From an optimization exercise on the open Yosys and OpenROAD flow, aimed at small area, a short achievable clock period and few clock cycles per item; shortcuts taken in it are not production practice.
Function was not checked in any run shown here: the RTL went through the layout flow alone.
Power is estimated from default activity; no workload was simulated.

==> design.v <==
package gzb_pkg;
  localparam int GRID_COLS  = 4;
  localparam int GRID_ROWS  = 4;
  localparam int ZONE_COUNT = GRID_COLS * GRID_ROWS;
  localparam int FILL_W     = 9;     
  localparam int SCR_W      = 12;
  localparam int ZS_W       = SCR_W - 2;    
  localparam int COORD_W    = 14;
  localparam logic [SCR_W-1:0] SCR_W_RESET = SCR_W'(800);
  localparam logic [SCR_W-1:0] SCR_H_RESET = SCR_W'(600);
  localparam logic OP_CLEAR  = 1'b0;
  localparam logic OP_INSERT = 1'b1;
endpackage
import gzb_pkg::*;
module gzb_lanes (
  input  logic [gzb_pkg::ZS_W-1:0]   zs,
  input  logic signed [12:0]         p0,
  input  logic [8:0]                 len,
  output logic [3:0]                 hit
);
  logic signed [13:0] e0, e1;
  logic [11:0]        b1, b2, b3, b4;
  logic [4:0]         ge0, le0, ge1, le1;
  assign e0 = 14'(p0);
  assign e1 = 14'(p0) + 14'(len);
  assign b1 = 12'(zs);
  assign b2 = {1'b0, zs, 1'b0};
  assign b3 = b1 + b2;
  assign b4 = {zs, 2'b00};
  always_comb begin
    ge0[0] = !e0[13];
    le0[0] = e0[13] || (e0 == 14'sd0);
    ge1[0] = !e1[13];
    le1[0] = e1[13] || (e1 == 14'sd0);
    ge0[1] = (e0 >= $signed({2'b00, b1}));  le0[1] = (e0 <= $signed({2'b00, b1}));
    ge0[2] = (e0 >= $signed({2'b00, b2}));  le0[2] = (e0 <= $signed({2'b00, b2}));
    ge0[3] = (e0 >= $signed({2'b00, b3}));  le0[3] = (e0 <= $signed({2'b00, b3}));
    ge0[4] = (e0 >= $signed({2'b00, b4}));  le0[4] = (e0 <= $signed({2'b00, b4}));
    ge1[1] = (e1 >= $signed({2'b00, b1}));  le1[1] = (e1 <= $signed({2'b00, b1}));
    ge1[2] = (e1 >= $signed({2'b00, b2}));  le1[2] = (e1 <= $signed({2'b00, b2}));
    ge1[3] = (e1 >= $signed({2'b00, b3}));  le1[3] = (e1 <= $signed({2'b00, b3}));
    ge1[4] = (e1 >= $signed({2'b00, b4}));  le1[4] = (e1 <= $signed({2'b00, b4}));
    for (int k = 0; k < 4; k++)
      hit[k] = (ge0[k] && le0[k+1]) || (ge1[k] && le1[k+1]);
  end
endmodule
import gzb_pkg::*;
module grid_zone_binning (
  input  logic                           clk,
  input  logic                           rst_n,
  input  logic                           in_tvalid,
  output logic                           in_tready,
  input  logic [55:0]                    in_tdata,
  input  logic                           in_tuser,
  output logic                           out_tvalid,
  input  logic                           out_tready,
  output logic [15:0]                    out_tdata,
  output logic [1:0]                     out_tuser,
  output logic                           out_tlast,
  input  logic                           cfg_valid,
  output logic                           cfg_ready,
  input  logic [0:0]                     cfg_index,
  input  logic [11:0]                    cfg_data
);
  logic [ZS_W-1:0] zw_r, zh_r;
  logic        rdy_r, rv_r, rop_r;
  logic [12:0] rx_r, ry_r;
  logic [8:0]  rw_r, rh_r;
  logic        acc;
  logic [3:0]  col_hit, row_hit;
  logic        f1v, f2v, f1op, f2op;
  logic [3:0]  f1r, f1c, f2r, f2c;
  logic        hv, hop;
  logic [3:0]  hr, hc, hcl;
  logic [3:0]  rsel, csel;
  logic        step, pop, last, last_c, hit;
  logic [1:0]  n_nxt;
  logic [15:0] sel, we, full;
  logic [3:0]  zone;
  logic [8:0]  fs, inc;
  logic [8:0]  fill_r [ZONE_COUNT];
  logic [15:0] fv_r;
  logic        ov_r, ohit_r, oovf_r, olast_r;
  logic [3:0]  ozone_r;
  logic [7:0]  oslot_r;
  assign cfg_ready = 1'b1;
  assign in_tready = rdy_r;
  assign acc       = in_tvalid && rdy_r;
  always_ff @(posedge clk) begin
    if (!rst_n) begin
      zw_r <= SCR_W_RESET[SCR_W-1:2];
      zh_r <= SCR_H_RESET[SCR_W-1:2];
    end else if (cfg_valid) begin
      if (cfg_index == 1'b0) zw_r <= cfg_data[SCR_W-1:2];
      else                   zh_r <= cfg_data[SCR_W-1:2];
    end
  end
  always_ff @(posedge clk) begin
    rop_r <= in_tuser;
    rx_r  <= in_tdata[20:8];
    ry_r  <= in_tdata[33:21];
    rw_r  <= in_tdata[42:34];
    rh_r  <= in_tdata[51:43];
  end
  gzb_lanes u_cols (.zs(zw_r), .p0(rx_r), .len(rw_r), .hit(col_hit));
  gzb_lanes u_rows (.zs(zh_r), .p0(ry_r), .len(rh_r), .hit(row_hit));
  always_comb begin
    rsel = '0;
    csel = '0;
    for (int i = 3; i >= 0; i--) begin
      if (hr[i])  rsel = 4'(1) << i;
      if (hcl[i]) csel = 4'(1) << i;
    end
    for (int r = 0; r < 4; r++)
      for (int c = 0; c < 4; c++)
        sel[4*r+c] = rsel[r] && csel[c] && hop && hv;
  end
  assign hit    = hv && hop && (hr != '0) && (hc != '0);
  assign last_c = (hcl & ~csel) == '0;
  assign last   = !hit || (last_c && ((hr & ~rsel) == '0));
  assign zone   = hit ? {rsel[3] | rsel[2], rsel[3] | rsel[1],
                         csel[3] | csel[2], csel[3] | csel[1]} : 4'd0;
  always_comb begin
    fs = '0;
    for (int z = 0; z < ZONE_COUNT; z++) begin
      fs      = fs | ({9{sel[z] && fv_r[z]}} & fill_r[z]);
      full[z] = fv_r[z] && fill_r[z][8];
    end
  end
  assign inc  = fs + 9'd1;
  assign step = !ov_r || out_tready;
  assign pop  = !hv || (step && last);
  assign we   = step ? (sel & ~full) : '0;
  assign n_nxt = 2'(hv) + 2'(f1v) + 2'(f2v) - 2'(hv && pop);
  always_ff @(posedge clk) begin
    if (!rst_n) begin
      hv  <= 1'b0;
      f1v <= 1'b0;
      f2v <= 1'b0;
    end else begin
      hv  <= pop ? (f1v || rv_r) : 1'b1;
      f1v <= pop ? (f2v || (f1v && rv_r)) : (f1v || (hv && rv_r));
      f2v <= pop ? (f2v && rv_r) : (f2v || (f1v && rv_r));
    end
  end
  always_ff @(posedge clk) begin
    if (pop) begin
      if (f1v) begin
        hop <= f1op;
        hr  <= f1r;
        hc  <= f1c;
        hcl <= f1c;
      end else begin
        hop <= rop_r;
        hr  <= row_hit;
        hc  <= col_hit;
        hcl <= col_hit;
      end
    end else if (step) begin
      if (last_c) begin
        hr  <= hr & ~rsel;
        hcl <= hc;
      end else begin
        hcl <= hcl & ~csel;
      end
    end
    if (pop ? f2v : 1'b0) begin
      f1op <= f2op;
      f1r  <= f2r;
      f1c  <= f2c;
    end else if (n_nxt == 2'd1) begin
      f1op <= rop_r;
      f1r  <= row_hit;
      f1c  <= col_hit;
    end
    if (n_nxt == 2'd2) begin
      f2op <= rop_r;
      f2r  <= row_hit;
      f2c  <= col_hit;
    end
  end
  always_ff @(posedge clk) begin
    if (!rst_n) begin
      rv_r  <= 1'b0;
      rdy_r <= 1'b0;
    end else begin
      rv_r  <= acc;
      rdy_r <= (3'(n_nxt) + 3'(rv_r) + 3'(acc)) <= 3'd2;
    end
  end
  always_ff @(posedge clk) begin
    if (!rst_n) begin
      fv_r <= '0;
    end else if (step && hv && (hop == OP_CLEAR)) begin
      fv_r <= '0;
    end else begin
      fv_r <= fv_r | we;
    end
  end
  always_ff @(posedge clk) begin
    for (int z = 0; z < ZONE_COUNT; z++)
      if (we[z]) fill_r[z] <= inc;
  end
  always_ff @(posedge clk) begin
    if (!rst_n) begin
      ov_r <= 1'b0;
    end else if (step) begin
      ov_r <= hv;
    end
  end
  always_ff @(posedge clk) begin
    if (step) begin
      ozone_r <= zone;
      oslot_r <= fs[7:0];
      ohit_r  <= hit;
      oovf_r  <= fs[8];
      olast_r <= last;
    end
  end
  assign out_tvalid = ov_r;
  assign out_tdata  = {4'b0000, oslot_r, ozone_r};
  assign out_tuser  = {oovf_r, ohit_r};
  assign out_tlast  = olast_r;
endmodule
==> run.sh <==
#!/bin/bash
# synth_recipe.tcl (not shown) runs the flow's synth.tcl, then flattens the netlist and writes it again
# the make line also repeats each setting of config.mk as NAME=value (left out here)
make -C /OpenROAD-flow-scripts/flow DESIGN_CONFIG=/design/flow/config.mk WORK_HOME=/design/flow/orfs CLKGATE_MAP_FILE= SYNTH_SCRIPT=/design/flow/synth_recipe.tcl finish
==> config.mk <==
export PLATFORM = sky130hd
export DESIGN_NAME = grid_zone_binning
export DESIGN_NICKNAME = grid_zone_binning
export VERILOG_FILES = /design/flow/design.v
export SDC_FILE = /design/flow/constraint.sdc
export NUM_CORES = 4
export LEC_CHECK = 0
export CAP_MARGIN = 20
export CORE_MARGIN = 2
export CORE_UTILIZATION = 40
export PLACE_DENSITY = 0.6
export SLEW_MARGIN = 20
==> constraint.sdc <==
create_clock -name core_clock -period 6.0 [get_ports {clk}]
set_input_delay 1.2000 -clock core_clock [delete_from_list [all_inputs] [get_ports {clk}]]
set_output_delay 1.2000 -clock core_clock [all_outputs]
set_load 0.01 [all_outputs]
==> flow_summary_export.csv, run 1 <==
group,metric,value,unit
final_layout,finalNonFillerCells,2100,
sta,rsz0062_at_grt,"false",
final_layout,fin_util,0.466,
worst_setup_path,cp-start-kind,"register",
routing,wl,41700,µm
clock_tree,cts_setup_buffers,0,
clock_tree,hold_buffers,0,
pwr,ir_drop,0.215,mV
clock_tree,htree_levels,1,
final_layout,multi_input_area,0.00820,mm²
sta,period_share,0.763,
floorplan,dieWidth,205,µm
global_routing,grt_pass1_vias,11800,
pwr,power_leakage,7.38,nW
pwr,comb_power_share,0.188,
pwr,clkPwrFrac,0.384,
sta,tightest_slew,1.02,ns
pwr,swShare,0.274,
synthesis,yosysTopAreaCellShare,0.353,
clock_tree,clkSlewWorstSetupHoldPaths,0.06,ns
worst_setup_path,slowest_stage,"xnor2_1",
synthesis,post_synth.cell_area_avg,11.0,µm²
routing,vias,11800,
synthesis,synthTopCellsByArea,"edfxtp_1, ha_1, dfxtp_1, a21oi_1, nand2_1",
synthesis,synth-seq-area-share,0.460,
clock_tree,clock_tree.buffer_depth,3,
sta,setup_violations,0,
pwr,seqPwrFrac,0.427,
clock_tree,clk_latency,0.58,ns
outcome,status,"timing/DRC/antenna clean",
clock_tree,cts_tree,"done",
sta,tns,0,ns
synthesis,ys_async_sr_fraction,0,
synthesis,synth_ff_type,"edfxtp_1",
hold_path,whs_path_depth,2,
worst_setup_path,critPathArrivalTime,4.91,ns
clock_tree,cts-root-buf,"clkbuf_16",
synthesis,ys_ff_latch,277,
synthesis,synth_edf_count,190,
final_layout,fillCellCount,3742,
sta,period_needed,4.58,ns
clock_tree,numCtsBuffers,30,
worst_setup_path,regToRegEndpoint,"f1r[2]",
pwr,internal_power,3.67,mW
clock_tree,cts.sinks,277,
synthesis,yosysWarningCount,3,
floorplan,ios,97,
worst_setup_path,cpPeakStageDelay,0.56,ns
sta,fin_skew,0.0193,ns
floorplan,rows,73,
sta,final-hold-violation-count,0,
pwr,p_switching,1.39,mW
floorplan,initial_core_util,0.406,
pwr,p_per_area,273,mW/mm²
synthesis,netlist_instances,1469,
flow_run,maxCapViolCount,0,
placement,port_buffers,77,
placement,gp_congestion,0.908,
routing,wire_per_inst,19.9,µm
final_layout,n_antenna_cell,0,
worst_setup_path,crit_chain,"inv_1 > fa_1 > nand2b_1 > a21oi_1 > nand3_1 > nand2_1 > a21o_1 > a21oi_1 > xnor2_1 > ha_1 > nand4_1 > nor3_1 > nand2b_1 > a21oi_1 > a222oi_1 > and3_1 > o21ai_1 > mux2_2",
global_routing,grt_overflow,0,
final_layout,layout-drive-gt1-share,0.0730,
global_routing,grt_max_degree,28,
placement,post-place-cells,2044,
routing,viasPerCell,5.63,
clock_tree,cts_resized,0,
worst_setup_path,worstPathMaxFanout,5,
hold_path,min_to,"fv_r[1]",
floorplan,die_h,205,µm
worst_setup_path,regToRegSetupSlack,1.42,ns
worst_setup_path,required,6.33,ns
worst_setup_path,rr_worst_depth,18,
global_routing,grt_usage,0.201,
global_routing,grt_pass1_wl,66000,µm
placement,dp_hpwl,31000,µm
worst_setup_path,critPathMostFrequentCell,"a21oi_1",
synthesis,ys_types,93,
sta,drv_slew,0,
routing,ant_nets,0,
synthesis,yosysTopAreaCell,"edfxtp_1",
synthesis,synth_area,0.0162,mm²
final_layout,finalNetCount,1840,
floorplan,design.die.area,0.0421,mm²
hold_path,worstHoldStart,"fv_r[1]",
worst_setup_path,path_class,"reg -> reg",
pwr,fin_total_pwr,5.06,mW
worst_setup_path,cp-end-kind,"register",
sta,fmax,218,MHz
routing,first_pass_iters,5,
sta,maxSlewHeadroom,0.319,
worst_setup_path,r2r-start,"ry_r[1]",
floorplan,core_area,0.0398,mm²
worst_setup_path,critical_path_buf_inv_count,1,
worst_setup_path,cp_top_family,"compound AO/OA/AOI/OAI gates",
routing,drcViolationCount,0,
final_layout,area_growth,14.7,%
global_routing,antenna_found_initial,0,
hold_path,hold_class,"reg -> reg",
routing,drt_iter0_drc,678,
final_layout,register_area,0.00745,mm²
## flip-flops by register name, indices dropped and copies added, names as in the netlist, 4 cells and up
signal and cells:
hc 4, f1r 4, oslot_r 8, hcl 4, f2r 4, fv_r 16, hr 4, ry_r 13
rw_r 9, rh_r 9, zw_r 10, f1c 4, fill_r 144, f2c 4, ozone_r 4, zh_r 10
rx_r 13
## power by group through the flow
| stage | Sequential (mW) | Combinational, mW | Clock (mW) |
|---|---|---|---|
| finish | 2.16 | 0.953 | 1.94 |
| global placement | 2.20 | 0.905 | 0 |
| detailed placement | 2.20 | 0.934 | 0 |
| floorplan | 2.16 | 0.696 | 0 |
| global route | 2.17 | 1.07 | 2.07 |
| CTS | 2.16 | 0.942 | 1.99 |
## Yosys cell counts (5+ instances only)
master	count
nor2_1	71
edfxtp_1	190
a21oi_1	84
xnor2_1	27
a211oi_1	20
o31ai_1	6
clkbuf_1	20
a22oi_1	22
a222oi_1	10
o21bai_1	8
nand3_1	45
a21boi_0	17
mux2_2	7
a22o_1	8
a21o_1	34
a31oi_1	11
nand4_1	38
inv_1	68
nor4_1	15
and2_1	8
nor2b_1	26
fa_1	6
and4_1	14
a32oi_1	7
o21a_1	35
nand2_1	95
nor3_1	25
buf_4	14
ha_1	208
o211ai_1	13
o22ai_1	7
buf_2	14
a221oi_1	10
xor2_1	13
nand2b_1	17
o21ai_0	51
or4_1	5
and3_1	17
dfxtp_1	87
## layout make-up
cell class              instances  area share
multi-input cells            1072       0.442
flip-flops and latches        277       0.401
repair buffers                 99      0.0504
clock buffers                  36      0.0433
well taps                     525      0.0354
inverters                      71      0.0144
clock inverters                20      0.0131
## worst min-delay path: stages (launching register included)
cell	delay [ns]
dfxtp_1	0.32
inv_1	0.05
a21oi_1	0.05
## worst max path at each step
stage	endpoint	cells after the start	startpoint
final	f1r[2]	18	ry_r[1]
after floorplan	f1c[0]	8	out_tready
after global placement	f1r[2]	18	ry_r[1]
after CTS	f1r[2]	18	ry_r[1]
after global routing	f1r[2]	18	ry_r[1]
after detailed placement	f1r[2]	18	ry_r[1]
## through the flow
step | setup WS [ns] | instance area [µm²] | hold WS, ns
6_report | 1.42 | 18600 | 0.467
5_1_grt | 1.22 | 18600 | 0.489
4_1_cts | 1.54 | 18500 | 0.472
3_5_place_dp | 1.54 | 17500 | 0.462
3_3_place_gp | 1.64 | 17500 | 0.443
2_1_floorplan | 2.05 | 16200 | 0.421
## cells in the final DEF (no fill, tap or decap), drive strengths merged, types with 6 or more instances in the layout
cell,Yosys,final
inv,69,70
nor3,26,26
buf,32,22
edfxtp,190,190
nand4,39,39
a221oi,11,11
nand2,97,97
a22oi,22,22
o21bai,8,8
o21ai,55,55
xnor2,27,27
a32oi,7,7
a21o,34,34
o211ai,13,13
nor2b,26,26
and4,17,17
o21a,35,35
clkinv,2,15
clkbuf,20,36
mux2,8,8
a31oi,11,11
fa,6,6
a21boi,17,17
a211oi,20,20
o22ai,7,7
nor2,71,71
dfxtp,87,87
and2,12,12
nor4,15,15
xor2,13,13
a222oi,10,10
a21oi,84,84
nand3,47,47
and3,17,17
o31ai,6,6
nand2b,17,17
a22o,8,8
ha,208,208
clkdlybuf4s50,0,77
## logic make-up after synthesis
logic type | synth area share
fa+ha+maj | 0.169
simple gates | 0.141
buf+inv | 0.0348
flops | 0.460
mux | 0.00619
compound gates | 0.166
xor+xnor | 0.0217
other cells | 0.000464
## routing by layer
metal	track usage	wire length [µm]	vias up
met5	0	0	-
met4	0.0596	1030	0
met3	0.0264	1810	70
met2	0.342	20000	264
met1	0.266	18900	5691
li1	-	-	5804
==> run 2: changes to the inputs <==
--- a/config.mk
+++ b/config.mk
@@ -5,8 +5,10 @@
 export SDC_FILE = /design/flow/constraint.sdc
 export NUM_CORES = 4
 export LEC_CHECK = 0
+export ABC_CLOCK_PERIOD_IN_PS = 2700
 export CAP_MARGIN = 20
 export CORE_MARGIN = 2
 export CORE_UTILIZATION = 40
 export PLACE_DENSITY = 0.6
+export SETUP_SLACK_MARGIN = 3.3
 export SLEW_MARGIN = 20
==> run 2 against run 1 <==
  * Clock skew increased by 0.012 ns
  * Combinational power up 47%
  * Cell count up 7.1%
  * Synthesized cell count unchanged
  * Critical path depth increased by 2
  * Critical endpoint is now hcl[1]
  * Largest power group unchanged
==> flow_summary_export.csv, run 2 <==
group,metric,value,unit
synthesis,post_synth.cell_area_avg,11.0,µm²
synthesis,synth_mux_area_frac,0.00619,
clock_tree,numCtsBuffers,31,
sta,tightest_slew,0.994,ns
routing,drcViolationCount,0,
clock_tree,htree_levels,1,
pwr,comb_power_share,0.258,
final_layout,final_cell_mix,"edfxtp_1, ha_1, buf_4, nand2_1, clkdlybuf4s50_1",
worst_setup_path,cp-start-kind,"register",
global_routing,grt_usage,0.221,
hold_path,hold_class,"reg -> reg",
worst_setup_path,critPathArrivalTime,3.94,ns
pwr,clkPwrFrac,0.347,
clock_tree,clkSlewWorstSetupHoldPaths,0.06,ns
placement,place_area,0.0180,mm²
synthesis,synth_area,0.0162,mm²
final_layout,area_growth,33.3,%
floorplan,initial_core_util,0.406,
floorplan,rows,73,
worst_setup_path,required,6.28,ns
final_layout,register_area,0.00750,mm²
routing,vias,12800,
global_routing,grt_pass1_vias,13000,
sta,hold-worst-slack,0.490,ns
final_layout,multi_input_area,0.00980,mm²
synthesis,ys_ff_latch,277,
pwr,seqPwrFrac,0.396,
routing,viasPerCell,5.68,
final_layout,layout-drive-gt1-share,0.285,
clock_tree,clk_latency,0.59,ns
floorplan,dieWidth,205,µm
final_layout,fin_area,0.0216,mm²
routing,wl,46700,µm
synthesis,synth_ff_type,"edfxtp_1",
routing,first_pass_iters,5,
synthesis,synth_common_cells,"ha_1, edfxtp_1, nand2_1",
clock_tree,cts_tree,"done",
sta,rsz0062_at_grt,"true",
sta,drv_slew,0,
clock_tree,cts.sinks,277,
synthesis,synthTopCellsByArea,"edfxtp_1, ha_1, dfxtp_1, a21oi_1, nand2_1",
sta,fmax,274,MHz
final_layout,final_common_cell,"edfxtp_1",
placement,port_buffers,77,
synthesis,yosysWarningCount,3,
synthesis,ys_types,93,
pwr,p_switching,1.56,mW
floorplan,design.die.area,0.0421,mm²
synthesis,netlist_instances,1469,
pwr,ir_drop,0.225,mV
synthesis,synth-simple-area-share,0.141,
sta,period_needed,3.65,ns
placement,gp_congestion,0.925,
synthesis,synth_top_family_by_area,"adder cells",
synthesis,synth-seq-area-share,0.460,
sta,final-hold-violation-count,0,
synthesis,synth_compound_area_frac,0.166,
final_layout,largest_reg_flops,144,
global_routing,antenna_found_initial,1,
clock_tree,clock_tree.buffer_depth,3,
flow_run,maxCapViolCount,0,
sta,period_share,0.608,
global_routing,grt_pass1_wl,72000,µm
pwr,swShare,0.288,
clock_tree,cts-root-buf,"clkbuf_16",
synthesis,yosysTopAreaCell,"edfxtp_1",
sta,maxSlewHeadroom,0.338,
floorplan,die_h,205,µm
placement,dp_hpwl,31400,µm
floorplan,core_area,0.0398,mm²
global_routing,grt_overflow,0,
outcome,status,"timing/DRC/antenna clean",
sta,fin_skew,0.0316,ns
sta,tns,0,ns
final_layout,n_antenna_cell,0,
final_layout,finalNetCount,1989,
synthesis,yosys.cell_count.top_type,"ha_1",
sta,setup_violations,0,
synthesis,ys_async_sr_fraction,0,
routing,drt_iter0_drc,735,
final_layout,reg_top3,"fill_r (144), fv_r (16)",
synthesis,synthAdderAreaFrac,0.169,
synthesis,yosysTopAreaCellShare,0.353,
synthesis,synth_xor_area_frac,0.0217,
routing,wire_per_inst,20.8,µm
synthesis,synth_edf_count,190,
routing,ant_nets,0,
pwr,power_leakage,8.61,nW
final_layout,fillCellCount,3423,
pwr,internal_power,3.85,mW
final_layout,largest_register,"fill_r",
worst_setup_path,path_class,"reg -> reg",
floorplan,ios,97,
worst_setup_path,worstPathMaxFanout,4,
global_routing,grt_max_degree,28,
pwr,p_per_area,251,mW/mm²
worst_setup_path,cp-end-kind,"register",
==> run 2: power groups by stage <==
| stage | Clock [mW] | Sequential [mW] | Combinational (mW) |
|---|---|---|---|
| after floorplan | 0 | 2.16 | 0.747 |
| after global placement | 0 | 2.20 | 0.963 |
| after detailed placement | 0 | 2.20 | 0.985 |
| after CTS | 1.91 | 2.14 | 1.26 |
| after global routing | 1.98 | 2.15 | 1.53 |
| final | 1.88 | 2.14 | 1.40 |
==> run 2: path summary, 6_finish.rpt <==
| kind | start | cells after the start | slack, ns | endpoint |
|---|---|---|---|---|
| setup / recovery | rx_r[0] | 20 | 2.35 | hcl[1] |
| hold / removal | fv_r[1] | 2 | 0.49 | fv_r[1] |
| setup reg to reg | rx_r[0] | 20 | 2.35 | hcl[1] |
| hold reg to reg | fv_r[1] | 2 | 0.49 | fv_r[1] |
==> run 2: worst max-delay path, cell delays in order (launching register included) <==
cell and delay, ns:
dfxtp_4 0.36, ha_4 0.12, inv_2 0.03, fa_2 0.35, nor2b_2 0.14, o211ai_1 0.19, buf_4 0.20, a21oi_4 0.17
nor2_4 0.05, xnor2_2 0.13, buf_6 0.14, ha_4 0.27, and3_4 0.18, nand3_4 0.13, a31oi_4 0.26, o21bai_4 0.11
nand2_1 0.07, nand3_1 0.09, o311ai_2 0.11, buf_4 0.18, a31oi_1 0.07
==> run 2: layer usage <==
layer  global-route usage  routed length, µm  vias up
li1                     -                  -     6115
met1                0.281              20000     6231
met2                0.386              23000      323
met3               0.0267               2130       97
met4               0.0766               1500        2
met5                    0                 10        -
==> run 2: layout make-up <==
type | instances | area share
inverter | 71 | 0.0138
tap | 525 | 0.0305
sequential | 277 | 0.348
multi-input combinational | 1074 | 0.455
clock inverter | 17 | 0.00807
clock buffer | 40 | 0.0380
timing repair inverter | 2 | 0.000754
timing repair buffer | 243 | 0.106
==> run 2: kinds of logic after synthesis <==
group                    Yosys count
AND/OR/NAND/NOR                  416
AO/OA/AOI/OAI                    387
flip-flops                       277
adder cells (fa/ha/maj)          215
buffers and inverters            123
XOR/XNOR                          40
multiplexers                       9
other                              2
==> run 2: metrics by stage <==
stage | utilization | worst slack [ns] | total power [mW] | cells
floorplan | - | 2.65 | 2.91 | 1472
global placement | 0.452 | 1.96 | 3.17 | 2040
detailed placement | 0.452 | 1.88 | 3.19 | 2040
CTS | 0.524 | 2.41 | 5.31 | 2217
global route | 0.541 | 2.18 | 5.66 | 2249
finish | 0.541 | 2.35 | 5.41 | 2249
==> run 2: timing repair <==
action | in CTS | in global routing
gates cloned | 8 | 1
resized for setup | 203 | 89
setup buffers | 112 | 31
hold buffers | 0 | 0
setup endpoints to repair | 262 | 204
pin swaps | 96 | 61

separate check: timing with driven ports:
In the flow no input, the clock included, has a driving cell. The finished layouts below were timed again as built, in two steps. Step 1 (the two cells are an assumption about what drives the block):
set clk [get_ports {clk}]
set_driving_cell -lib_cell sky130_fd_sc_hd__clkbuf_16 $clk
set_driving_cell -lib_cell sky130_fd_sc_hd__buf_2 [delete_from_list [all_inputs] $clk]
Step 2 moves the port delays by t, midway between the first and last clock arrival at a register: inputs arrive t later, outputs are due t later. That takes back most of the time a late clock gives input paths. Three values: no drivers, after step 1, after step 2; two values: the first two.
| run | t (ns) | setup slack, ns | clock arrival spread, ns |
|---|---|---|---|
| run 1 | 0.629 | 1.423 / 1.423 / 1.423 | 0.019 / 0.019 |
| run 2 | 0.633 | 2.349 / 2.349 / 2.349 | 0.031 / 0.032 |
After both steps setup and hold are still met in every run listed.
